From an optimization exercise on the open Yosys and OpenROAD flow, aimed at small area and few clock cycles per item; shortcuts taken in it are not production practice. Only simulation tests tie the RTL to the original design; equivalence was not proved.

==> flow/design.v <==
`timescale 1ns/1ps
module dep_layer_top (
  input  logic         i_clk,
  input  logic         i_rst_n,
  input  logic         i_rule_wren,
  input  logic [31:0]  i_rule_addr,
  input  logic [31:0]  i_rule_wdata,
  input  logic         i_valid,
  output logic         o_ready,
  input  logic [207:0] i_beat,
  output logic         o_valid,
  input  logic         i_ready,
  output logic [207:0] o_beat
);
  localparam int RULE_NUM = 8;
  logic [RULE_NUM-1:0] rule_valid;
  logic [15:0]         rule_a0  [RULE_NUM];
  logic [15:0]         rule_a1  [RULE_NUM];
  logic [13:0]         rule_act [RULE_NUM];
  logic [2:0] wr_idx;
  logic       wr_act;
  assign wr_act = i_rule_addr[0];
  logic [13:0] act_enc;
  always_comb begin
    act_enc[13:11] = i_rule_wdata[30:28];
    act_enc[10]    = i_rule_wdata[27] || i_rule_wdata[21];
    act_enc[9:5]   = i_rule_wdata[27] ? i_rule_wdata[26:22] : i_rule_wdata[20:16];
    act_enc[4:0]   = i_rule_wdata[21] ? i_rule_wdata[20:16] : i_rule_wdata[26:22];
  end
  assign wr_idx = i_rule_addr[3:1];
  always_ff @(posedge i_clk) begin
    if (!i_rst_n) begin
      rule_valid <= '0;
    end else if (i_rule_wren && wr_act) begin
      rule_valid[wr_idx] <= i_rule_wdata[31];
    end
  end
  always_ff @(posedge i_clk) begin
    if (i_rule_wren) begin
      if (wr_act) begin
        rule_act[wr_idx] <= act_enc;
      end else begin
        rule_a0[wr_idx] <= ~(i_rule_wdata[15:0] &  i_rule_wdata[31:16]);
        rule_a1[wr_idx] <= ~(i_rule_wdata[15:0] & ~i_rule_wdata[31:16]);
      end
    end
  end
  logic [2:0]          type_off;
  logic [15:0]         in_head [8];
  logic [15:0]         head [8];
  logic [15:0]         meta [4];
  logic [15:0]         type_field;
  logic [RULE_NUM-1:0] rule_match;
  logic [13:0]         hit_act;
  logic [13:0]         act;
  logic [207:0]        beat_q;
  assign type_off = i_beat[199:197];
  always_comb begin
    for (int k = 0; k < 8; k++) in_head[k] = i_beat[196 - 16*k -: 16];
    for (int k = 0; k < 8; k++) head[k] = beat_q[196 - 16*k -: 16];
    for (int k = 0; k < 4; k++) meta[k] = beat_q[68 - 16*k -: 16];
  end
  always_comb begin
    type_field = '0;
    for (int k = 0; k < 8; k++) begin
      if (type_off == 3'(k)) type_field = type_field | in_head[k];
    end
  end
  always_comb begin
    for (int i = 0; i < RULE_NUM; i++) begin
      rule_match[i] = rule_valid[i] &&
        (&((type_field & rule_a1[i]) | (~type_field & rule_a0[i])));
    end
  end
  always_comb begin
    logic [RULE_NUM-1:0] first;
    logic                seen;
    seen = 1'b0;
    for (int i = 0; i < RULE_NUM; i++) begin
      first[i] = rule_match[i] && !seen;
      seen     = seen || rule_match[i];
    end
    hit_act = '0;
    for (int i = 0; i < RULE_NUM; i++) begin
      hit_act = hit_act | ({14{first[i]}} & rule_act[i]);
    end
  end
  logic [2:0]  sh;
  logic        en1, en0;
  logic [2:0]  dst1, dst0;
  logic [15:0] m1, m0;
  logic [15:0] slot [8];
  assign sh   = act[13:11];
  assign en1  = act[10];
  assign dst1 = act[9:7];
  assign m1   = meta[act[6:5]];
  assign en0  = act[10];
  assign dst0 = act[4:2];
  assign m0   = meta[act[1:0]];
  logic [15:0] sh1 [8];
  logic [15:0] sh2 [8];
  logic [15:0] sh4 [8];
  always_comb begin
    for (int s = 0; s < 8; s++) begin
      sh1[s] = (sh[0] && s < 7) ? head[(s + 1) % 8] : head[s];
    end
    for (int s = 0; s < 8; s++) begin
      sh2[s] = (sh[1] && s < 6) ? sh1[(s + 2) % 8] : sh1[s];
    end
    for (int s = 0; s < 8; s++) begin
      sh4[s] = (sh[2] && s < 4) ? sh2[(s + 4) % 8] : sh2[s];
    end
  end
  always_comb begin
    for (int s = 0; s < 8; s++) begin
      logic r1, r0, keep;
      r1   = en1 && ({1'b0, dst1} == 4'(s) + {1'b0, sh});
      r0   = en0 && ({1'b0, dst0} == 4'(s) + {1'b0, sh}) && !r1;
      keep = !r1 && !r0 && (4'(s) + {1'b0, sh} < 4'd8);
      slot[s] = ({16{r1}} & m1) | ({16{r0}} & m0) | ({16{keep}} & sh4[s]);
    end
  end
  logic load;
  assign o_ready = !o_valid || i_ready;
  assign load    = i_valid && o_ready;
  always_ff @(posedge i_clk) begin
    if (!i_rst_n) begin
      o_valid <= 1'b0;
    end else if (o_ready) begin
      o_valid <= i_valid;
    end
  end
  always_ff @(posedge i_clk) begin
    if (load) begin
      beat_q <= i_beat;
      act    <= hit_act;
    end
  end
  always_comb begin
    o_beat = beat_q;
    for (int s = 0; s < 8; s++) o_beat[196 - 16*s -: 16] = slot[s];
  end
endmodule
==> flow/config.mk <==
export PLATFORM = sky130hd
export DESIGN_NAME = dep_layer_top
export DESIGN_NICKNAME = dep_layer_top
export VERILOG_FILES = /design/flow/design.v
export SDC_FILE = /design/flow/constraint.sdc
export NUM_CORES = 4
export LEC_CHECK = 0
export CAP_MARGIN = 20
export CORE_MARGIN = 2
export CORE_UTILIZATION = 60
export PLACE_DENSITY = 0.8
export SLEW_MARGIN = 20
==> flow/constraint.sdc <==
create_clock -name core_clock -period 10.0 [get_ports {i_clk}]
set_input_delay 2.0000 -clock core_clock [delete_from_list [all_inputs] [get_ports {i_clk}]]
set_output_delay 2.0000 -clock core_clock [all_outputs]
set_load 0.01 [all_outputs]
standard.sh (not shown) runs the stock make flow with config.mk's settings and CLKGATE_MAP_FILE= SYNTH_SCRIPT=/design/flow/synth_recipe.tcl, a recipe that flattens the netlist after the stock synthesis.
==> flow/flow/run.sh <==
#!/bin/bash
# The standard layout (standard.sh) with these changes:
#  - synthesis maps the logic with an area-oriented ABC script (flow/abc.script)
#    in place of ORFS's speed script, without the full-adder extraction and
#    without buffers on pass-through wires; the rest of synthesis is unchanged
#  - port buffers use the smallest buffer cell
#  - CTS uses larger sink clusters, a clkbuf_16 root and no dummy loads
# Each tool's output goes to a log in this folder and to ORFS's own logs.
set -euo pipefail
rm -rf myscripts
cp -r "$FLOW_HOME/scripts" myscripts
cp flow/abc.script myscripts/abc_speed.script
export ADDER_MAP_FILE=
export SYNTH_INSBUF=0
SCRIPTS_DIR="$PWD/myscripts" bash standard.sh synth > synth_stage.log 2>&1
export BUFFER_PORTS_ARGS="-buffer_cell sky130_fd_sc_hd__buf_1"
export CTS_ARGS="-sink_clustering_enable -repair_clock_nets -dont_use_dummy_load -sink_clustering_size 25 -sink_clustering_max_diameter 80 -buf_list {sky130_fd_sc_hd__clkbuf_8 sky130_fd_sc_hd__clkbuf_16} -root_buf sky130_fd_sc_hd__clkbuf_16"
bash standard.sh > standard.log 2>&1
==> flow/flow/abc.script <==
strash
dch -f
amap -F 50 -A 30
topo
The first run finished clean.
Testbench counts at the start, summed over its fixed seeds: cycles 4,808, items 4,800.
Change:
Settings changed: CORE_UTILIZATION 60 to 70, PLACE_DENSITY 0.8 to 0.9.
Effect: Area after synthesis is unchanged. Clock-buffer cell count fell by 3. Worst hold slack gains 0.039 ns. Setup slack degrades by 0.70 ns. Fmax came out lower by 8.5%. Wire length increases by 9.5%. Sequential share of layout area came out higher by 0.28 points. Via count climbs by about 8%.

-- what the ideal ports hide --
How much do the figures lean on ideal ports? The routed layouts below were timed once more, with nothing changed but the port constraints.
Step 1 sets driving cells, clkbuf_16 on the clock port and buf_2 on the other inputs (assumed; they add their load-dependent delay and slew).
Step 2 times the ports against the registers' clock, not the clock port: input delays grow and output delays shrink by t, the midpoint of the rising clock arrivals with the driver on.
Slacks: ideal ports / drivers / drivers and shift; pairs: ideal ports / drivers.
run | t (ns) | setup slack, ns | latest minus earliest clock arrival (ns) | worst register clock-pin slew, ns | pins driven straight from the clock port
the first run | 0.662 | 2.444 / 2.387 / 1.877 | 0.090 / 0.090 | 0.10 / 0.10 | 1
the second run | 0.655 | 1.742 / 1.771 / 1.116 | 0.047 / 0.046 | 0.11 / 0.11 | 1
After both steps every run listed still meets setup and hold. The setup slack of the second run, which loses most, moves by +0.029 ns with the drivers and by -0.626 ns with both steps.
